This design comes from an exercise in tuning for small area, a short achievable clock period and few clock cycles per item on the open sky130 flow, not from production work. Function was checked by simulation only, so behaviour that the tests miss may differ from the original.

==> run K: inputs <==
==> flow/design.v <==
package cuckoo_pkg;
  localparam int DATA_W_DEF    = 32;
  localparam int IDX_W_DEF     = 5;
  localparam int MAX_KICKS_DEF = 16;
  localparam logic [1:0] ST_OK   = 2'b00;
  localparam logic [1:0] ST_DUP  = 2'b01;
  localparam logic [1:0] ST_FAIL = 2'b10;
  typedef enum logic [1:0] {S_IDLE, S_PROBE, S_DONE} state_t;
endpackage
module cuckoo_table
#(
  parameter int DATA_W = cuckoo_pkg::DATA_W_DEF,
  parameter int IDX_W  = cuckoo_pkg::IDX_W_DEF,
  parameter bit PORT_B = 1'b0
) (
  input  logic              clk,
  input  logic              rst,
  input  logic              clr,
  input  logic              we,
  input  logic [IDX_W-1:0]  wr_idx,
  input  logic [DATA_W-1:0] wr_key,
  input  logic [IDX_W-1:0]  wr_alt,
  input  logic [IDX_W-1:0]  a_idx,
  output logic              a_valid,
  output logic [DATA_W-1:0] a_key,
  output logic [IDX_W-1:0]  a_alt,
  input  logic [IDX_W-1:0]  b_idx,
  output logic              b_valid,
  output logic [DATA_W-1:0] b_key
);
  localparam int DEPTH = 2 ** IDX_W;
  localparam int EW    = DATA_W + IDX_W;
  logic [DEPTH-1:0] valid;
  logic [EW-1:0]    mem [DEPTH];
  logic [DEPTH-1:0] wsel, asel, bsel;
  always_comb begin
    for (int j = 0; j < DEPTH; j++) begin
      wsel[j] = we && (wr_idx == IDX_W'(j));
      asel[j] = (a_idx == IDX_W'(j));
      bsel[j] = (b_idx == IDX_W'(j));
    end
  end
  always_ff @(posedge clk) begin
    for (int j = 0; j < DEPTH; j++) begin
      if (rst || clr)   valid[j] <= 1'b0;
      else if (wsel[j]) valid[j] <= 1'b1;
    end
  end
  always_ff @(posedge clk) begin
    for (int j = 0; j < DEPTH; j++) begin
      if (wsel[j]) mem[j] <= {wr_key, wr_alt};
    end
  end
  logic [EW-1:0]     adata;
  logic              avalid;
  logic [DATA_W-1:0] bdata;
  logic              bvalid;
  always_comb begin
    adata  = '0;
    avalid = 1'b0;
    bdata  = '0;
    bvalid = 1'b0;
    for (int j = 0; j < DEPTH; j++) begin
      adata  = adata | ({EW{asel[j]}} & mem[j]);
      avalid = avalid | (asel[j] & valid[j]);
      if (PORT_B) begin
        bdata  = bdata | ({DATA_W{bsel[j]}} & mem[j][EW-1 -: DATA_W]);
        bvalid = bvalid | (bsel[j] & valid[j]);
      end
    end
  end
  assign a_valid         = avalid;
  assign {a_key, a_alt}  = adata;
  assign b_valid         = bvalid;
  assign b_key           = bdata;
endmodule
module cuckoo_insert_ctrl
#(
  parameter int DATA_W    = cuckoo_pkg::DATA_W_DEF,
  parameter int IDX_W     = cuckoo_pkg::IDX_W_DEF,
  parameter int MAX_KICKS = cuckoo_pkg::MAX_KICKS_DEF
) (
  input  logic              clk,
  input  logic              rst,
  input  logic              req_valid,
  output logic              req_ready,
  input  logic [DATA_W-1:0] req_key,
  input  logic [IDX_W-1:0]  req_idx1,
  input  logic [IDX_W-1:0]  req_idx2,
  input  logic              clear,
  output logic              done_valid,
  output logic [1:0]        done_status,
  output logic [IDX_W:0]    done_kicks,
  output logic [DATA_W-1:0] orphan_key,
  output logic [IDX_W+1:0]  occupancy,
  input  logic              rd_tbl,
  input  logic [IDX_W-1:0]  rd_idx,
  output logic              rd_valid,
  output logic [DATA_W-1:0] rd_key
);
  localparam logic [IDX_W:0] KLAST = MAX_KICKS[IDX_W:0] - 2'd2;
  logic                busy;      
  logic                in_c;      
  logic                r_wait;    
  logic [IDX_W:0]      kicks;
  logic [DATA_W-1:0]   r_key, c_key, k_key;
  logic [IDX_W-1:0]    r_idx1, r_idx2, c_idx1, c_idx2, k_idx1, k_idx2;
  logic                p1_v, p2_v;   
  logic [IDX_W-1:0]    p1_idx, p2_idx, p1_alt, p2_alt;
  logic [DATA_W-1:0]   p1_key, p2_key;
  logic                r1_v, r2_v, rb_v;   
  logic [DATA_W-1:0]   r1_k, r2_k, rb_k;
  logic [IDX_W-1:0]    r1_alt, r2_alt;
  logic                t1_v, t2_v, b_v;    
  logic [DATA_W-1:0]   t1_k, t2_k, b_k;
  logic [IDX_W-1:0]    t1_alt, t2_alt;
  logic                f1, f2, fb;
  logic [IDX_W-1:0]    a1, b2;
  logic                dup, fail, ok1, ok2, fin, we2, free;
  logic                accept, tbl_clr;
  assign k_key  = in_c ? c_key  : r_key;
  assign k_idx1 = in_c ? c_idx1 : r_idx1;
  assign k_idx2 = in_c ? c_idx2 : r_idx2;
  assign a1 = busy ? k_idx1 : rd_idx;
  assign b2 = busy ? r_idx2 : rd_idx;
  cuckoo_table #(.DATA_W(DATA_W), .IDX_W(IDX_W), .PORT_B(1'b0)) u_t1 (
    .clk(clk), .rst(rst), .clr(tbl_clr),
    .we(p1_v), .wr_idx(p1_idx), .wr_key(p1_key), .wr_alt(p1_alt),
    .a_idx(a1), .a_valid(r1_v), .a_key(r1_k), .a_alt(r1_alt),
    .b_idx('0), .b_valid(), .b_key()
  );
  cuckoo_table #(.DATA_W(DATA_W), .IDX_W(IDX_W), .PORT_B(1'b1)) u_t2 (
    .clk(clk), .rst(rst), .clr(tbl_clr),
    .we(p2_v), .wr_idx(p2_idx), .wr_key(p2_key), .wr_alt(p2_alt),
    .a_idx(t1_alt), .a_valid(r2_v), .a_key(r2_k), .a_alt(r2_alt),
    .b_idx(b2), .b_valid(rb_v), .b_key(rb_k)
  );
  assign f1 = busy && p1_v && (p1_idx == k_idx1);
  assign f2 = p2_v && (p2_idx == t1_alt);
  assign fb = busy && p2_v && (p2_idx == r_idx2);
  assign t1_v   = f1 || r1_v;
  assign t1_k   = f1 ? p1_key : r1_k;
  assign t1_alt = f1 ? p1_alt : r1_alt;
  assign t2_v   = f2 || r2_v;
  assign t2_k   = f2 ? p2_key : r2_k;
  assign t2_alt = f2 ? p2_alt : r2_alt;
  assign b_v    = fb || rb_v;
  assign b_k    = fb ? p2_key : rb_k;
  assign rd_valid = rd_tbl ? rb_v : r1_v;
  assign rd_key   = rd_tbl ? rb_k : r1_k;
  assign dup   = !in_c && ((t1_v && t1_k == r_key) || (b_v && b_k == r_key));
  assign ok1   = !in_c && !t1_v && !dup;
  assign we2   = busy && !dup && t1_v;
  assign ok2   = we2 && !t2_v;
  assign fail  = we2 && t2_v && (kicks == KLAST);
  assign fin   = dup || fail || ok1 || ok2;
  assign free  = !busy || fin;
  assign tbl_clr   = clear && !busy;
  assign req_ready = !rst && !clear && !r_wait;
  assign accept    = req_valid && req_ready;
  assign orphan_key = c_key;
  always_ff @(posedge clk) begin
    if (rst) begin
      busy       <= 1'b0;
      r_wait     <= 1'b0;
      kicks      <= '0;
      p1_v       <= 1'b0;
      p2_v       <= 1'b0;
      done_valid <= 1'b0;
      occupancy  <= '0;
    end else begin
      busy       <= free ? (r_wait || accept) : 1'b1;
      r_wait     <= !free && (r_wait || accept);
      kicks      <= free ? '0 : kicks + 2'd2;
      p1_v       <= busy && !dup;
      p2_v       <= we2;
      done_valid <= busy && fin;
      if (tbl_clr) occupancy <= '0;
      else if (busy && (ok1 || ok2)) occupancy <= occupancy + 1'b1;
    end
  end
  always_ff @(posedge clk) begin
    in_c <= !free;
  end
  always_ff @(posedge clk) begin
    if (accept) begin
      r_key  <= req_key;
      r_idx1 <= req_idx1;
      r_idx2 <= req_idx2;
    end
  end
  always_ff @(posedge clk) begin
    c_key  <= t2_k;
    c_idx1 <= t2_alt;
    c_idx2 <= t1_alt;
  end
  always_ff @(posedge clk) begin
    p1_idx      <= k_idx1;
    p1_key      <= k_key;
    p1_alt      <= k_idx2;
    p2_idx      <= t1_alt;
    p2_key      <= t1_k;
    p2_alt      <= k_idx1;
    done_status <= dup ? cuckoo_pkg::ST_DUP : (fail ? cuckoo_pkg::ST_FAIL : cuckoo_pkg::ST_OK);
    done_kicks  <= kicks + {fail, ok2};
  end
endmodule
==> flow/flow/run.sh <==
#!/bin/bash
# The standard layout (standard.sh, unchanged), except that buffer_ports
# gives every input and output port a sky130_fd_sc_hd__buf_4 rather than its
# default pick (a slow delay cell), which otherwise makes the I/O paths the
# critical ones and drives a lot of extra repair buffering.
# make's full output goes to standard.log; ORFS keeps each step's own log
# under orfs/logs/.
set -euo pipefail
export BUFFER_PORTS_ARGS="-buffer_cell sky130_fd_sc_hd__buf_4"
bash standard.sh > standard.log 2>&1
==> flow/standard.sh <==
#!/bin/bash
# synth_recipe.tcl (not shown) runs the flow's synth.tcl, then flattens the netlist and writes it again
# the make line also repeats each setting of config.mk as NAME=value (left out here)
make -C /OpenROAD-flow-scripts/flow DESIGN_CONFIG=/design/flow/config.mk WORK_HOME=/design/flow/orfs CLKGATE_MAP_FILE= SYNTH_SCRIPT=/design/flow/synth_recipe.tcl "${@:-finish}"
==> flow/config.mk <==
export PLATFORM = sky130hd
export DESIGN_NAME = cuckoo_insert_ctrl
export DESIGN_NICKNAME = cuckoo_insert_ctrl
export VERILOG_FILES = /design/flow/design.v
export SDC_FILE = /design/flow/constraint.sdc
export NUM_CORES = 4
export LEC_CHECK = 0
export CAP_MARGIN = 20
export CORE_MARGIN = 2
export CORE_UTILIZATION = 40
export CTS_CLUSTER_DIAMETER = 60
export CTS_CLUSTER_SIZE = 24
export SETUP_SLACK_MARGIN = 1.2
export SLEW_MARGIN = 20
export TNS_END_PERCENT = 10
==> flow/constraint.sdc <==
create_clock -name core_clock -period 7.0 [get_ports {clk}]
set_input_delay 1.4000 -clock core_clock [delete_from_list [all_inputs] [get_ports {clk}]]
set_output_delay 1.4000 -clock core_clock [all_outputs]
set_load 0.01 [all_outputs]
==> run Z (differences from run K) <==
--- a/flow/design.v
+++ b/flow/design.v
@@ -22,3 +22,3 @@
   input  logic [IDX_W-1:0]  wr_alt,
-  input  logic [IDX_W-1:0]  a_idx,
+  input  logic [2**IDX_W-1:0] a_sel,
   output logic              a_valid,
@@ -26,3 +26,3 @@
   output logic [IDX_W-1:0]  a_alt,
-  input  logic [IDX_W-1:0]  b_idx,
+  input  logic [2**IDX_W-1:0] b_sel,
   output logic              b_valid,
@@ -34,9 +34,5 @@
   logic [EW-1:0]    mem [DEPTH];
-  logic [DEPTH-1:0] wsel, asel, bsel;
+  logic [DEPTH-1:0] wsel;
   always_comb begin
-    for (int j = 0; j < DEPTH; j++) begin
-      wsel[j] = we && (wr_idx == IDX_W'(j));
-      asel[j] = (a_idx == IDX_W'(j));
-      bsel[j] = (b_idx == IDX_W'(j));
-    end
+    for (int j = 0; j < DEPTH; j++) wsel[j] = we && (wr_idx == IDX_W'(j));
   end
@@ -63,7 +59,7 @@
     for (int j = 0; j < DEPTH; j++) begin
-      adata  = adata | ({EW{asel[j]}} & mem[j]);
-      avalid = avalid | (asel[j] & valid[j]);
+      adata  = adata | ({EW{a_sel[j]}} & mem[j]);
+      avalid = avalid | (a_sel[j] & valid[j]);
       if (PORT_B) begin
-        bdata  = bdata | ({DATA_W{bsel[j]}} & mem[j][EW-1 -: DATA_W]);
-        bvalid = bvalid | (bsel[j] & valid[j]);
+        bdata  = bdata | ({DATA_W{b_sel[j]}} & mem[j][EW-1 -: DATA_W]);
+        bvalid = bvalid | (b_sel[j] & valid[j]);
       end
@@ -102,2 +98,4 @@
   logic                busy;      
+  logic                idle;      
+  logic                busy_d;
   logic                in_c;      
@@ -106,3 +104,3 @@
   logic [DATA_W-1:0]   r_key, c_key, k_key;
-  logic [IDX_W-1:0]    r_idx1, r_idx2, c_idx1, c_idx2, k_idx1, k_idx2;
+  logic [IDX_W-1:0]    r_idx1, r_idx2, c_idx2, k_idx1, k_idx2;
   logic                p1_v, p2_v;   
@@ -117,3 +115,4 @@
   logic                f1, f2, fb;
-  logic [IDX_W-1:0]    a1, b2;
+  localparam int DEPTH = 2 ** IDX_W;
+  logic [DEPTH-1:0]    s1, s2a, s2b;
   logic                dup, fail, ok1, ok2, fin, we2, free;
@@ -121,6 +120,10 @@
   assign k_key  = in_c ? c_key  : r_key;
-  assign k_idx1 = in_c ? c_idx1 : r_idx1;
   assign k_idx2 = in_c ? c_idx2 : r_idx2;
-  assign a1 = busy ? k_idx1 : rd_idx;
-  assign b2 = busy ? r_idx2 : rd_idx;
+  always_comb begin
+    for (int j = 0; j < DEPTH; j++) begin
+      s1[j]  = idle ? (!rd_tbl && rd_idx == IDX_W'(j)) : (k_idx1 == IDX_W'(j));
+      s2b[j] = idle ? ( rd_tbl && rd_idx == IDX_W'(j)) : (r_idx2 == IDX_W'(j));
+      s2a[j] = (t1_alt == IDX_W'(j));
+    end
+  end
   cuckoo_table #(.DATA_W(DATA_W), .IDX_W(IDX_W), .PORT_B(1'b0)) u_t1 (
@@ -128,4 +131,4 @@
     .we(p1_v), .wr_idx(p1_idx), .wr_key(p1_key), .wr_alt(p1_alt),
-    .a_idx(a1), .a_valid(r1_v), .a_key(r1_k), .a_alt(r1_alt),
-    .b_idx('0), .b_valid(), .b_key()
+    .a_sel(s1), .a_valid(r1_v), .a_key(r1_k), .a_alt(r1_alt),
+    .b_sel('0), .b_valid(), .b_key()
   );
@@ -134,4 +137,4 @@
     .we(p2_v), .wr_idx(p2_idx), .wr_key(p2_key), .wr_alt(p2_alt),
-    .a_idx(t1_alt), .a_valid(r2_v), .a_key(r2_k), .a_alt(r2_alt),
-    .b_idx(b2), .b_valid(rb_v), .b_key(rb_k)
+    .a_sel(s2a), .a_valid(r2_v), .a_key(r2_k), .a_alt(r2_alt),
+    .b_sel(s2b), .b_valid(rb_v), .b_key(rb_k)
   );
@@ -148,4 +151,4 @@
   assign b_k    = fb ? p2_key : rb_k;
-  assign rd_valid = rd_tbl ? rb_v : r1_v;
-  assign rd_key   = rd_tbl ? rb_k : r1_k;
+  assign rd_valid = rb_v | r1_v;
+  assign rd_key   = rb_k | r1_k;
   assign dup   = !in_c && ((t1_v && t1_k == r_key) || (b_v && b_k == r_key));
@@ -157,2 +160,3 @@
   assign free  = !busy || fin;
+  assign busy_d = free ? (r_wait || accept) : 1'b1;
   assign tbl_clr   = clear && !busy;
@@ -164,2 +168,3 @@
       busy       <= 1'b0;
+      idle       <= 1'b1;
       r_wait     <= 1'b0;
@@ -171,3 +176,4 @@
     end else begin
-      busy       <= free ? (r_wait || accept) : 1'b1;
+      busy       <= busy_d;
+      idle       <= !busy_d;
       r_wait     <= !free && (r_wait || accept);
@@ -193,4 +199,6 @@
     c_key  <= t2_k;
-    c_idx1 <= t2_alt;
     c_idx2 <= t1_alt;
+    if (!free)       k_idx1 <= t2_alt;
+    else if (r_wait) k_idx1 <= r_idx1;
+    else             k_idx1 <= req_idx1;
   end
==> run M (differences from run K) <==
--- a/flow/design.v
+++ b/flow/design.v
@@ -22,3 +22,3 @@
   input  logic [IDX_W-1:0]  wr_alt,
-  input  logic [IDX_W-1:0]  a_idx,
+  input  logic [2**IDX_W-1:0] a_sel,
   output logic              a_valid,
@@ -26,3 +26,3 @@
   output logic [IDX_W-1:0]  a_alt,
-  input  logic [IDX_W-1:0]  b_idx,
+  input  logic [2**IDX_W-1:0] b_sel,
   output logic              b_valid,
@@ -34,9 +34,5 @@
   logic [EW-1:0]    mem [DEPTH];
-  logic [DEPTH-1:0] wsel, asel, bsel;
+  logic [DEPTH-1:0] wsel;
   always_comb begin
-    for (int j = 0; j < DEPTH; j++) begin
-      wsel[j] = we && (wr_idx == IDX_W'(j));
-      asel[j] = (a_idx == IDX_W'(j));
-      bsel[j] = (b_idx == IDX_W'(j));
-    end
+    for (int j = 0; j < DEPTH; j++) wsel[j] = we && (wr_idx == IDX_W'(j));
   end
@@ -63,7 +59,7 @@
     for (int j = 0; j < DEPTH; j++) begin
-      adata  = adata | ({EW{asel[j]}} & mem[j]);
-      avalid = avalid | (asel[j] & valid[j]);
+      adata  = adata | ({EW{a_sel[j]}} & mem[j]);
+      avalid = avalid | (a_sel[j] & valid[j]);
       if (PORT_B) begin
-        bdata  = bdata | ({DATA_W{bsel[j]}} & mem[j][EW-1 -: DATA_W]);
-        bvalid = bvalid | (bsel[j] & valid[j]);
+        bdata  = bdata | ({DATA_W{b_sel[j]}} & mem[j][EW-1 -: DATA_W]);
+        bvalid = bvalid | (b_sel[j] & valid[j]);
       end
@@ -102,2 +98,4 @@
   logic                busy;      
+  logic                idle;      
+  logic                busy_d;
   logic                in_c;      
@@ -106,3 +104,3 @@
   logic [DATA_W-1:0]   r_key, c_key, k_key;
-  logic [IDX_W-1:0]    r_idx1, r_idx2, c_idx1, c_idx2, k_idx1, k_idx2;
+  logic [IDX_W-1:0]    r_idx1, r_idx2, c_idx2, k_idx1, k_idx2;
   logic                p1_v, p2_v;   
@@ -117,3 +115,4 @@
   logic                f1, f2, fb;
-  logic [IDX_W-1:0]    a1, b2;
+  localparam int DEPTH = 2 ** IDX_W;
+  logic [DEPTH-1:0]    s1, s2a, s2b;
   logic                dup, fail, ok1, ok2, fin, we2, free;
@@ -121,6 +120,10 @@
   assign k_key  = in_c ? c_key  : r_key;
-  assign k_idx1 = in_c ? c_idx1 : r_idx1;
   assign k_idx2 = in_c ? c_idx2 : r_idx2;
-  assign a1 = busy ? k_idx1 : rd_idx;
-  assign b2 = busy ? r_idx2 : rd_idx;
+  always_comb begin
+    for (int j = 0; j < DEPTH; j++) begin
+      s1[j]  = idle ? (!rd_tbl && rd_idx == IDX_W'(j)) : (k_idx1 == IDX_W'(j));
+      s2b[j] = idle ? ( rd_tbl && rd_idx == IDX_W'(j)) : (r_idx2 == IDX_W'(j));
+      s2a[j] = (t1_alt == IDX_W'(j));
+    end
+  end
   cuckoo_table #(.DATA_W(DATA_W), .IDX_W(IDX_W), .PORT_B(1'b0)) u_t1 (
@@ -128,4 +131,4 @@
     .we(p1_v), .wr_idx(p1_idx), .wr_key(p1_key), .wr_alt(p1_alt),
-    .a_idx(a1), .a_valid(r1_v), .a_key(r1_k), .a_alt(r1_alt),
-    .b_idx('0), .b_valid(), .b_key()
+    .a_sel(s1), .a_valid(r1_v), .a_key(r1_k), .a_alt(r1_alt),
+    .b_sel('0), .b_valid(), .b_key()
   );
@@ -134,4 +137,4 @@
     .we(p2_v), .wr_idx(p2_idx), .wr_key(p2_key), .wr_alt(p2_alt),
-    .a_idx(t1_alt), .a_valid(r2_v), .a_key(r2_k), .a_alt(r2_alt),
-    .b_idx(b2), .b_valid(rb_v), .b_key(rb_k)
+    .a_sel(s2a), .a_valid(r2_v), .a_key(r2_k), .a_alt(r2_alt),
+    .b_sel(s2b), .b_valid(rb_v), .b_key(rb_k)
   );
@@ -148,4 +151,4 @@
   assign b_k    = fb ? p2_key : rb_k;
-  assign rd_valid = rd_tbl ? rb_v : r1_v;
-  assign rd_key   = rd_tbl ? rb_k : r1_k;
+  assign rd_valid = rb_v | r1_v;
+  assign rd_key   = rb_k | r1_k;
   assign dup   = !in_c && ((t1_v && t1_k == r_key) || (b_v && b_k == r_key));
@@ -157,2 +160,3 @@
   assign free  = !busy || fin;
+  assign busy_d = free ? (r_wait || accept) : 1'b1;
   assign tbl_clr   = clear && !busy;
@@ -164,2 +168,3 @@
       busy       <= 1'b0;
+      idle       <= 1'b1;
       r_wait     <= 1'b0;
@@ -171,3 +176,4 @@
     end else begin
-      busy       <= free ? (r_wait || accept) : 1'b1;
+      busy       <= busy_d;
+      idle       <= !busy_d;
       r_wait     <= !free && (r_wait || accept);
@@ -193,4 +199,6 @@
     c_key  <= t2_k;
-    c_idx1 <= t2_alt;
     c_idx2 <= t1_alt;
+    if (!free)       k_idx1 <= t2_alt;
+    else if (r_wait) k_idx1 <= r_idx1;
+    else             k_idx1 <= req_idx1;
   end
Settings changed: SETUP_SLACK_MARGIN 1.2 to 1.8.
==> run H (differences from run K) <==
--- a/flow/design.v
+++ b/flow/design.v
@@ -22,9 +22,9 @@
   input  logic [IDX_W-1:0]  wr_alt,
-  input  logic [IDX_W-1:0]  a_idx,
-  output logic              a_valid,
-  output logic [DATA_W-1:0] a_key,
-  output logic [IDX_W-1:0]  a_alt,
-  input  logic [IDX_W-1:0]  b_idx,
-  output logic              b_valid,
-  output logic [DATA_W-1:0] b_key
+  input  logic [2**IDX_W-1:0] a_sel,
+  output logic              a_valid_n,
+  output logic [DATA_W-1:0] a_key_n,
+  output logic [IDX_W-1:0]  a_alt_n,
+  input  logic [2**IDX_W-1:0] b_sel,
+  output logic              b_valid_n,
+  output logic [DATA_W-1:0] b_key_n
 );
@@ -34,9 +34,5 @@
   logic [EW-1:0]    mem [DEPTH];
-  logic [DEPTH-1:0] wsel, asel, bsel;
+  logic [DEPTH-1:0] wsel;
   always_comb begin
-    for (int j = 0; j < DEPTH; j++) begin
-      wsel[j] = we && (wr_idx == IDX_W'(j));
-      asel[j] = (a_idx == IDX_W'(j));
-      bsel[j] = (b_idx == IDX_W'(j));
-    end
+    for (int j = 0; j < DEPTH; j++) wsel[j] = we && (wr_idx == IDX_W'(j));
   end
@@ -63,7 +59,7 @@
     for (int j = 0; j < DEPTH; j++) begin
-      adata  = adata | ({EW{asel[j]}} & mem[j]);
-      avalid = avalid | (asel[j] & valid[j]);
+      adata  = adata | ({EW{a_sel[j]}} & mem[j]);
+      avalid = avalid | (a_sel[j] & valid[j]);
       if (PORT_B) begin
-        bdata  = bdata | ({DATA_W{bsel[j]}} & mem[j][EW-1 -: DATA_W]);
-        bvalid = bvalid | (bsel[j] & valid[j]);
+        bdata  = bdata | ({DATA_W{b_sel[j]}} & mem[j][EW-1 -: DATA_W]);
+        bvalid = bvalid | (b_sel[j] & valid[j]);
       end
@@ -71,6 +67,6 @@
   end
-  assign a_valid         = avalid;
-  assign {a_key, a_alt}  = adata;
-  assign b_valid         = bvalid;
-  assign b_key           = bdata;
+  assign a_valid_n          = ~avalid;
+  assign {a_key_n, a_alt_n} = ~adata;
+  assign b_valid_n          = ~bvalid;
+  assign b_key_n            = ~bdata;
 endmodule
@@ -102,2 +98,4 @@
   logic                busy;      
+  logic                idle;      
+  logic                busy_d;
   logic                in_c;      
@@ -106,3 +104,3 @@
   logic [DATA_W-1:0]   r_key, c_key, k_key;
-  logic [IDX_W-1:0]    r_idx1, r_idx2, c_idx1, c_idx2, k_idx1, k_idx2;
+  logic [IDX_W-1:0]    r_idx1, r_idx2, c_idx2, k_idx1, k_idx2;
   logic                p1_v, p2_v;   
@@ -110,2 +108,5 @@
   logic [DATA_W-1:0]   p1_key, p2_key;
+  logic                r1_vn, r2_vn, rb_vn;   
+  logic [DATA_W-1:0]   r1_kn, r2_kn, rb_kn;
+  logic [IDX_W-1:0]    r1_altn, r2_altn;
   logic                r1_v, r2_v, rb_v;   
@@ -117,3 +118,4 @@
   logic                f1, f2, fb;
-  logic [IDX_W-1:0]    a1, b2;
+  localparam int DEPTH = 2 ** IDX_W;
+  logic [DEPTH-1:0]    s1, s2a, s2b;
   logic                dup, fail, ok1, ok2, fin, we2, free;
@@ -121,6 +123,10 @@
   assign k_key  = in_c ? c_key  : r_key;
-  assign k_idx1 = in_c ? c_idx1 : r_idx1;
   assign k_idx2 = in_c ? c_idx2 : r_idx2;
-  assign a1 = busy ? k_idx1 : rd_idx;
-  assign b2 = busy ? r_idx2 : rd_idx;
+  always_comb begin
+    for (int j = 0; j < DEPTH; j++) begin
+      s1[j]  = idle ? (!rd_tbl && rd_idx == IDX_W'(j)) : (k_idx1 == IDX_W'(j));
+      s2b[j] = idle ? ( rd_tbl && rd_idx == IDX_W'(j)) : (r_idx2 == IDX_W'(j));
+      s2a[j] = (t1_alt == IDX_W'(j));
+    end
+  end
   cuckoo_table #(.DATA_W(DATA_W), .IDX_W(IDX_W), .PORT_B(1'b0)) u_t1 (
@@ -128,4 +134,4 @@
     .we(p1_v), .wr_idx(p1_idx), .wr_key(p1_key), .wr_alt(p1_alt),
-    .a_idx(a1), .a_valid(r1_v), .a_key(r1_k), .a_alt(r1_alt),
-    .b_idx('0), .b_valid(), .b_key()
+    .a_sel(s1), .a_valid_n(r1_vn), .a_key_n(r1_kn), .a_alt_n(r1_altn),
+    .b_sel('0), .b_valid_n(), .b_key_n()
   );
@@ -134,4 +140,4 @@
     .we(p2_v), .wr_idx(p2_idx), .wr_key(p2_key), .wr_alt(p2_alt),
-    .a_idx(t1_alt), .a_valid(r2_v), .a_key(r2_k), .a_alt(r2_alt),
-    .b_idx(b2), .b_valid(rb_v), .b_key(rb_k)
+    .a_sel(s2a), .a_valid_n(r2_vn), .a_key_n(r2_kn), .a_alt_n(r2_altn),
+    .b_sel(s2b), .b_valid_n(rb_vn), .b_key_n(rb_kn)
   );
@@ -148,4 +154,12 @@
   assign b_k    = fb ? p2_key : rb_k;
-  assign rd_valid = rd_tbl ? rb_v : r1_v;
-  assign rd_key   = rd_tbl ? rb_k : r1_k;
+  assign r1_v   = ~r1_vn;
+  assign r1_k   = ~r1_kn;
+  assign r1_alt = ~r1_altn;
+  assign r2_v   = ~r2_vn;
+  assign r2_k   = ~r2_kn;
+  assign r2_alt = ~r2_altn;
+  assign rb_v   = ~rb_vn;
+  assign rb_k   = ~rb_kn;
+  assign rd_valid = ~(rb_vn & r1_vn);
+  assign rd_key   = ~(rb_kn & r1_kn);
   assign dup   = !in_c && ((t1_v && t1_k == r_key) || (b_v && b_k == r_key));
@@ -157,2 +171,3 @@
   assign free  = !busy || fin;
+  assign busy_d = free ? (r_wait || accept) : 1'b1;
   assign tbl_clr   = clear && !busy;
@@ -164,2 +179,3 @@
       busy       <= 1'b0;
+      idle       <= 1'b1;
       r_wait     <= 1'b0;
@@ -171,3 +187,4 @@
     end else begin
-      busy       <= free ? (r_wait || accept) : 1'b1;
+      busy       <= busy_d;
+      idle       <= !busy_d;
       r_wait     <= !free && (r_wait || accept);
@@ -193,4 +210,6 @@
     c_key  <= t2_k;
-    c_idx1 <= t2_alt;
     c_idx2 <= t1_alt;
+    if (!free)       k_idx1 <= t2_alt;
+    else if (r_wait) k_idx1 <= r_idx1;
+    else             k_idx1 <= req_idx1;
   end
Settings changed: SETUP_SLACK_MARGIN 1.2 to 1.8, SYNTH_HIERARCHICAL from default to 1.
==> comparison table <==
metric                                                                                   run Z                    run K                    run H                    run M
Crit path max-delay cell type                                           sky130_fd_sc_hd__or4_4  sky130_fd_sc_hd__nor4_1  sky130_fd_sc_hd__nor4_1  sky130_fd_sc_hd__or4b_4
Well-Tap Cells                                                                            3366                     3515                     3366                     3366
Non-clock buffer share                                                                   5.77%                    9.00%                    6.75%                    7.80%
Status                                                        no timing/DRC/antenna violations  no timing/DRC/antenna violations  no timing/DRC/antenna violations  no timing/DRC/antenna violations
Synthesized instance count                                                                6322                     7160                     6420                     6322
Die span in y                                                                           508 um                   519 um                   508 um                   508 um
Die width                                                                               508 um                   519 um                   508 um                   508 um
Post-synthesis share of cell area spent on and, or, nand and nor gates                   5.96%                    8.58%                        -                    5.96%
Worst path depth                                                                            11                       25                       13                       10
DP HPWL                                                                              276000 um                354000 um                238000 um                276000 um
Vias post-DR                                                                             73781                    85918                    69898                    75647
Post-CTS sizing                                                                             41                      316                      254                      307
Row cnt                                                                                    185                      188                      185                      185
Final Hold Slack                                                                      0.472 ns                 0.474 ns                 0.431 ns                 0.471 ns
Time the worst path needs with I/O delays and setup                                    5.97 ns                  6.12 ns                  5.48 ns                  5.52 ns
Synth warnings                                                                               5                        5                       11                        5
Maximum number of pins on one net before global-route repair                                66                       59                       59                       66
Vias in the first global route                                                           69341                    79721                    66557                    70571
Slowest stage delay, CP                                                                0.63 ns                  0.48 ns                  0.44 ns                  0.58 ns
Testbench counts of run K, summed over its fixed seeds: cycles 3,425, items 2,535.
Testbench counts of run Z, summed over its fixed seeds: cycles 3,425, items 2,535.
Testbench counts of run M, summed over its fixed seeds: cycles 3,425, items 2,535.
Testbench counts of run H, summed over its fixed seeds: cycles 3,425, items 2,535.

==> afterwards: timing with drivers on the ports <==
The results above use ideal ports. As a check the final layouts listed here were re-extracted and re-timed, cells and wires unchanged. Step 1: set_driving_cell puts a clkbuf_16 on clk and a buf_2 on each other input, an assumption about the parent block. Step 2 adds t to the input delays and takes it off the output delays; t is the mean of the earliest and latest rising clock arrival at the registers after step 1. Input paths then give back, and output paths get back, about the clock's delay inside the block. Slacks: no drivers / after step 1 / after step 2; pairs: no drivers / after step 1.
| run | t (ns) | setup WS [ns] | hold WS [ns] | worst register clock-pin slew, ns | worst slew at a driven data input, ns |
|---|---|---|---|---|---|
| run K | 0.976 | 0.882 / 0.881 / -0.030 | 0.474 / 0.474 / 0.474 | 0.10 / 0.10 | 0.09 |
| run Z | 0.981 | 1.027 / 0.901 / 0.249 | 0.472 / 0.472 / 0.472 | 0.10 / 0.10 | 0.14 |
| run M | 0.992 | 1.480 / 1.372 / 0.637 | 0.471 / 0.471 / 0.471 | 0.10 / 0.10 | 0.15 |
| run H | 0.962 | 1.519 / 1.413 / 0.550 | 0.431 / 0.431 / 0.431 | 0.10 / 0.10 | 0.12 |
Met with ideal ports but missed after step 2: setup timing in run K. The setup slack of run H, which loses most, moves by -0.106 ns with the drivers and by -0.969 ns with both steps.
